Source: an optimization exercise on an open RTL-to-GDS flow (aim: small area and a short achievable clock period). Production flows keep margins and buffers that such runs may drop.
Function was checked by simulation only, so behaviour that the tests miss may differ from the original.

===== design/flow/config.mk =====
export PLATFORM = sky130hd
export DESIGN_NAME = rsi_top
export DESIGN_NICKNAME = rsi_top
export VERILOG_FILES = /design/flow/design.v
export SDC_FILE = /design/flow/constraint.sdc
export NUM_CORES = 4
export LEC_CHECK = 0
export CAP_MARGIN = 20
export CORE_MARGIN = 2
export CORE_UTILIZATION = 40
export SLEW_MARGIN = 20

===== design/flow/constraint.sdc =====
create_clock -name core_clock -period 6.5 [get_ports {clk}]
set_input_delay 1.3000 -clock core_clock [delete_from_list [all_inputs] [get_ports {clk}]]
set_output_delay 1.3000 -clock core_clock [all_outputs]
set_load 0.01 [all_outputs]

===== design/flow/design.v =====
module rsi_top
(
    input  logic   clk,
    input  logic   reset,
    input  logic [16-1:0] price,
    input  logic   price_valid,
    input  logic   eod,
    output logic   rsi_valid,
    output logic [7-1:0]   rsi,
    output logic   buy,
    output logic   sell
);
    localparam int PW    = 16;
    localparam int SW    = 20;
    localparam int N     = 14;
    localparam int QW    = 7;
    localparam int XW    = 27;
    logic          take;
    logic [PW-1:0] prev;
    logic          have_prev;
    logic [3:0]    cnt;           
    logic [PW:0]   diff;
    logic          up;            
    logic [PW-1:0] code;          
    logic          mv_valid;
    logic          mv_first, mv_full, mv_out;
    logic          mv_up;
    logic [PW-1:0] mv_code;
    assign take = price_valid && !eod;
    assign diff = {1'b0, price} - {1'b0, prev};
    assign up   = !diff[PW];
    assign code = diff[PW-1:0] ^ {PW{!up}};
    always_ff @(posedge clk) begin
        if (take) prev <= price;
        mv_code  <= code;
        mv_up    <= up;
        mv_first <= (cnt == 4'd0);
        mv_full  <= (cnt == 4'(N));
        mv_out   <= (cnt >= 4'(N - 1));
    end
    always_ff @(posedge clk or posedge reset) begin
        if (reset) begin
            have_prev <= 1'b0;
            cnt       <= '0;
            mv_valid  <= 1'b0;
        end else if (eod) begin
            have_prev <= 1'b0;
            cnt       <= '0;
            mv_valid  <= 1'b0;
        end else begin
            mv_valid <= take && have_prev;
            if (take) have_prev <= 1'b1;
            if (take && have_prev && cnt != 4'(N)) cnt <= cnt + 4'd1;
        end
    end
    logic [PW:0]   win [N];       
    logic [SW-1:0] tsum, gsum;
    logic          sums_valid;
    logic [PW-1:0] old_code;
    logic          old_up;
    logic [SW-1:0] t_base, g_base;
    logic [SW-1:0] t_next, g_next;
    logic [PW-1:0] g_new, g_old;
    assign old_code = mv_full ? win[N-1][PW-1:0] : '0;
    assign old_up   = mv_full ? win[N-1][PW]     : 1'b1;
    assign t_base   = mv_first ? '0 : tsum;
    assign g_base   = mv_first ? '0 : gsum;
    assign g_new    = mv_up ? mv_code : '0;
    assign g_old    = old_up ? old_code : '0;
    logic [SW-1:0] new_ext, old_ext, gn_ext, go_ext;
    assign new_ext = {{(SW-PW){1'b0}}, mv_code};
    assign old_ext = {{(SW-PW){1'b0}}, old_code};
    assign gn_ext  = {{(SW-PW){1'b0}}, g_new};
    assign go_ext  = {{(SW-PW){1'b0}}, g_old};
    assign t_next = t_base + new_ext + ~old_ext + {{(SW-1){1'b0}}, !mv_up} + {{(SW-1){1'b0}}, old_up};
    assign g_next = g_base + gn_ext - go_ext;
    always_ff @(posedge clk) begin
        if (mv_valid) begin
            win[0] <= {mv_up, mv_code};
            for (int i = 1; i < N; i++) win[i] <= win[i-1];
            tsum <= t_next;
            gsum <= g_next;
        end
    end
    always_ff @(posedge clk or posedge reset) begin
        if (reset) sums_valid <= 1'b0;
        else       sums_valid <= mv_valid && mv_out;
    end
    localparam logic [6:0] REG_AFTER = 7'b0101010;
    logic [XW-1:0] dvd;
    assign dvd = XW'(gsum) * XW'(100);
    logic [SW:0]   hi_in  [7];    
    logic [XW-1:0] lo_in  [7];    
    logic [SW-1:0] dv_in  [7];
    logic [6:0]    q_in   [7];
    logic          v_in   [7];
    logic [SW-1:0] hi_out [7];
    logic [6:0]    q_out  [7];
    logic [SW-1:0] hi_r   [7];
    logic [XW-1:0] lo_r   [7];
    logic [SW-1:0] dv_r   [7];
    logic [6:0]    q_r    [7];
    logic          v_r    [7];
    genvar j;
    generate
        for (j = 6; j >= 0; j--) begin : g_step
            logic [SW:0] trial;
            logic        fits;
            if (j == 6) begin : g_first
                assign hi_in[j] = dvd[XW-1:6];
                assign lo_in[j] = XW'(dvd[5:0]);
                assign dv_in[j] = tsum;
                assign q_in[j]  = '0;
                assign v_in[j]  = sums_valid;
            end else begin : g_next
                logic [SW-1:0] h;
                logic [XW-1:0] l;
                logic [SW-1:0] d;
                logic [6:0]    q;
                logic          v;
                if (REG_AFTER[j+1]) begin : g_reg
                    assign h = hi_r[j+1];
                    assign l = lo_r[j+1];
                    assign d = dv_r[j+1];
                    assign q = q_r[j+1];
                    assign v = v_r[j+1];
                end else begin : g_wire
                    assign h = hi_out[j+1];
                    assign l = lo_in[j+1];
                    assign d = dv_in[j+1];
                    assign q = q_out[j+1];
                    assign v = v_in[j+1];
                end
                assign hi_in[j] = {h, l[j]};
                assign lo_in[j] = l;
                assign dv_in[j] = d;
                assign q_in[j]  = q;
                assign v_in[j]  = v;
            end
            assign trial     = hi_in[j] - {1'b0, dv_in[j]};
            assign fits      = !trial[SW];
            assign hi_out[j] = fits ? trial[SW-1:0] : hi_in[j][SW-1:0];
            assign q_out[j]  = q_in[j] | (7'(fits) << j);
            if (REG_AFTER[j]) begin : g_preg
                always_ff @(posedge clk) begin
                    hi_r[j] <= hi_out[j];
                    lo_r[j] <= XW'(lo_in[j][(j > 0 ? j : 1)-1:0]);
                    dv_r[j] <= dv_in[j];
                    q_r[j]  <= q_out[j];
                end
                always_ff @(posedge clk or posedge reset) begin
                    if (reset) v_r[j] <= 1'b0;
                    else       v_r[j] <= v_in[j];
                end
            end
        end
    endgenerate
    logic [6:0] q_fin;
    logic       v_fin;
    logic [6:0] rsi_d;
    assign q_fin = q_out[0];
    assign v_fin = v_in[0];
    assign rsi_d = (q_fin == 7'd127) ? 7'd50 : q_fin;
    always_ff @(posedge clk) begin
        rsi <= rsi_d;
    end
    always_ff @(posedge clk or posedge reset) begin
        if (reset) begin
            rsi_valid <= 1'b0;
            buy       <= 1'b0;
            sell      <= 1'b0;
        end else begin
            rsi_valid <= v_fin;
            buy       <= v_fin && (rsi_d < 7'(30));
            sell      <= v_fin && (rsi_d > 7'(70));
        end
    end
endmodule

===== design/flow/run.sh =====
#!/bin/bash
# synth_recipe.tcl (not shown) runs the flow's synth.tcl, then flattens the netlist and writes it again
# the make line also repeats each setting of config.mk as NAME=value (left out here)
make -C /OpenROAD-flow-scripts/flow DESIGN_CONFIG=/design/flow/config.mk WORK_HOME=/design/flow/orfs CLKGATE_MAP_FILE= SYNTH_SCRIPT=/design/flow/synth_recipe.tcl finish

==> summary.md <==
| Metric | Value |
|---|---|
| Largest net degree at the start of global routing | `155` |
| Cells after Synth | `2372` |
| Cts hold-fix bufs | `0` |
| Hold/Removal Path Class | `reg -> reg` |
| Overall Global Routing Usage | `16.2%` |
| Hold Slack | `0.319 ns` |
| Clock Pin Slew Worst Setup and Hold Paths | `0.07 ns` |
| DRC violations left | `0` |
| Worst Tran Pin Value | `0.950 ns` |
| Post-Route WL | `55.5 mm` |
| H-tree depth | `2` |
| FFs w/ async S/R, synth | `2.77%` |
| Share of cells above drive strength 1 | `18.1%` |
| Row count | `93` |
| Area Growth Syn to Fin | `22.6%` |
| FF+latch area | `0.0124 mm^2` |
| Average size of a mapped cell | `10.9 um^2` |
| Diodes inserted | `0` |
| RSZ-0062 raised after global routing | `true` |
| Worst setup slack after layout | `-1.05 ns` |
| Clock sinks | `470` |
| Clock root buffer | `clkbuf_16` |
| F_max | `132 MHz` |
| GR Overflow Total | `0` |
| Die Y | `259 um` |
| Clock buffer depth | `3` |
| Worst reg2reg path depth | `38` |
| Prevailing post-synth register cell | `edfxtp_1` |
| Routed Antenna Nets | `0` |
| Die W | `259 um` |
| CP required | `6.98 ns` |
| IO buf count | `29` |
| Worst-path fanout max | `6` |
| Violated checks | `negative setup slack` |
| Top-Level Pins | `30` |
| GPL Wtd Cong | `0.870` |
| DRT Pass-1 Iters | `5` |
| Post-layout util | `49.5%` |
| Maxcap violations | `0` |
| Hold Violations, Final | `0` |
| Final setup fails | `21` |
| Critical-path top delay cell | `fa_1` |
| Detail-routed net length per standard cell | `15.4 um` |
| DPL Wire Length | `40.9 mm` |
| Synth Register Bits | `470` |
| Vias in the first global route | `17940` |
| Post-synthesis sequential area ratio | `47.8%` |
| Area leader, netlist | `edfxtp_1` |
| Critical path class | `reg -> reg` |
| EDFF count, synth | `294` |
| Worst Setup End Kind | `flip-flop` |
| Dpl ws | `-1.20 ns` |
| CORE AREA | `0.0643 mm^2` |
| Final Slew Violations | `0` |
| Hold Path Stages | `0` |
| Die area | `0.0669 mm^2` |
| Initial DRC Count | `949` |
| Most numerous cell in the Yosys netlist | `inv_1` |
| Global-route wire length before repair | `88.4 mm` |
| Initial Util | `40.3%` |
| Worst Skew | `0.0472 ns` |
| Number of fill cells | `5738` |
| Post-layout min period | `7.55 ns` |
| Area contributors post-synth | `edfxtp_1, dfxtp_1, ha_1` |
| Insertion delay to the later sink of the worst-skew pair | `0.61 ns` |
| CTS tree | `yes` |
| Vias/cell | `4.95` |
| Status | `finished with violations` |
| Syn Nets | `2708` |
| Initial antenna violation count | `0` |
| Number of synthesis warnings | `14` |
| Max incr delay on CP | `0.51 ns` |
| Most frequent cells after synthesis | `inv_1, edfxtp_1, ha_1` |
| Cell mode on critical path | `a21o_1` |
| Vias | `17783` |
| Cts bufs inserted | `50` |
| NumNets Final | `3034` |
| Synthesized cell area | `0.0260 mm^2` |
| Slew HR | `36.7%` |
| Multi-input gate area | `0.0128 mm^2` |
| WP data arrival | `8.03 ns` |
| Top cell type's share of synthesized area | `34.0%` |
| Fin crit share | `116%` |
| Critical Path Start Type | `flip-flop` |
| Post-synthesis cell type count | `74` |
placed cells by master, fill, tap and decap left out, types with 9 or more instances in the layout:
cell	n
o21ai_1	35
and2_1	25
o21a_1	31
inv_1	310
clkdlybuf4s50_1	29
a21oi_1	107
o21bai_1	15
clkbuf_16	52
dfrtp_1	12
inv_2	10
xnor2_1	116
nor2b_1	44
fa_1	53
xor2_1	52
buf_6	18
a21o_1	59
edfxtp_1	294
nor3_1	33
nor2_1	117
buf_4	250
or3_1	11
a21boi_0	12
o21ai_0	81
a21oi_2	12
a211oi_1	9
o31ai_1	13
ha_4	14
nand2_1	136
and3_1	29
mux2_2	10
ha_1	239
dfxtp_1	162
mux2_1	26
nand3_1	23
nand2_2	12
nand2b_1	67
cells by family (layout without fill, tap and decap cells):
logic type	after synthesis	in the layout	share of synthesized area, %
multiplexers	50	50	2.16
AND/OR/NAND/NOR	542	543	10.4
XOR/XNOR	175	175	6.07
buffers and inverters	353	720	5.20
adder cells (fa/ha/maj)	316	316	16.9
flip-flops	470	470	47.8
AO/OA/AOI/OAI	466	466	11.5
layout make-up:
class | instances | area share, %
sequential | 470 | 39.0
clock inverter | 32 | 1.32
multi-input combinational | 1550 | 40.3
clock buffer | 62 | 4.26
inverter | 320 | 3.77
timing repair inverter | 1 | 0.0236
timing repair buffer | 305 | 7.92
tap | 855 | 3.36
flip-flops by register name, indices dropped and copies added, names as in the netlist, 3 cells and up:
register         flops
win                238
dv_r                60
hi_r                60
gsum                20
tsum                20
mv_code             16
prev                16
q_r                 12
rsi                  7
cnt                  4
g_step.g_next.l      4
v_r                  3
worst max-delay path: cells and delay by family, from the launching register on:
family	cells	cell delay [ns]
xor gates and xnor gates	3	0.59
buffers and inverters	6	0.70
AOI/OAI and AO/OA	17	3.15
adders and majority gates	6	1.95
DFF	1	0.42
and+or+nand+nor	6	0.63
path summary, 6_finish.rpt:
kind / slack (ns) / end / startpoint
max: -1.05 / hi_r[5][1] / gsum[9]
min: 0.32 / q_r[3][6] / q_r[5][6]
max reg2reg: -1.05 / hi_r[5][1] / gsum[9]
min reg2reg: 0.32 / q_r[3][6] / q_r[5][6]
max in group asynchronous: 5.07 / mv_valid / reset
min in group asynchronous: 1.03 / have_prev / reset
stage by stage:
step                      setup TNS [ns]  cell area (um^2)  instances
after CTS                         -20.01             31300       3569
after detailed placement          -23.43             29100       3448
after floorplan                   -13.58             26100       2372
after global placement            -19.66             29100       3448
after global routing              -27.68             31800       3595
final                             -20.44             31800       3595
routing by layer:
| layer | vias up | wire length (um) | track usage [%] |
|---|---|---|---|
| met3 | 82 | 1490 | 2.10 |
| met2 | 238 | 27100 | 28.0 |
| met1 | 8574 | 25400 | 21.0 |
| met5 | - | 0 | 0 |
| li1 | 8889 | - | - |
| met4 | 0 | 1520 | 5.11 |
timing repair:
| item | in CTS | in global routing |
|---|---|---|
| buffers inserted | 25 | 23 |
| setup endpoints to repair | 39 | 61 |
| gates resized for setup | 64 | 61 |
| pin swaps | 61 | 35 |
| gates cloned | 2 | 3 |

[port drivers added, routing unchanged]
How much do the figures lean on ideal ports? The routed layout below was timed once more, with nothing changed but the port constraints. Step 1 sets driving cells, clkbuf_16 on the clock port and buf_2 on the other inputs (assumed; they add their load-dependent delay and slew). Step 2 moves the port delays by t, midway between the first and last clock arrival at a register: inputs arrive t later, outputs are due t later. That takes back most of the time a late clock gives input paths. Slacks: ideal / step 1 / step 2; pairs: ideal / step 1.
t (ns): 0.654
slack for setup (ns): -1.047 / -1.047 / -1.047
clock arrival spread, ns: 0.051 / 0.052
slew at the worst register clock pin (ns): 0.07 / 0.07
For this run, drivers alone change the setup slack by 0.000 ns; drivers and shift together by 0.000 ns.
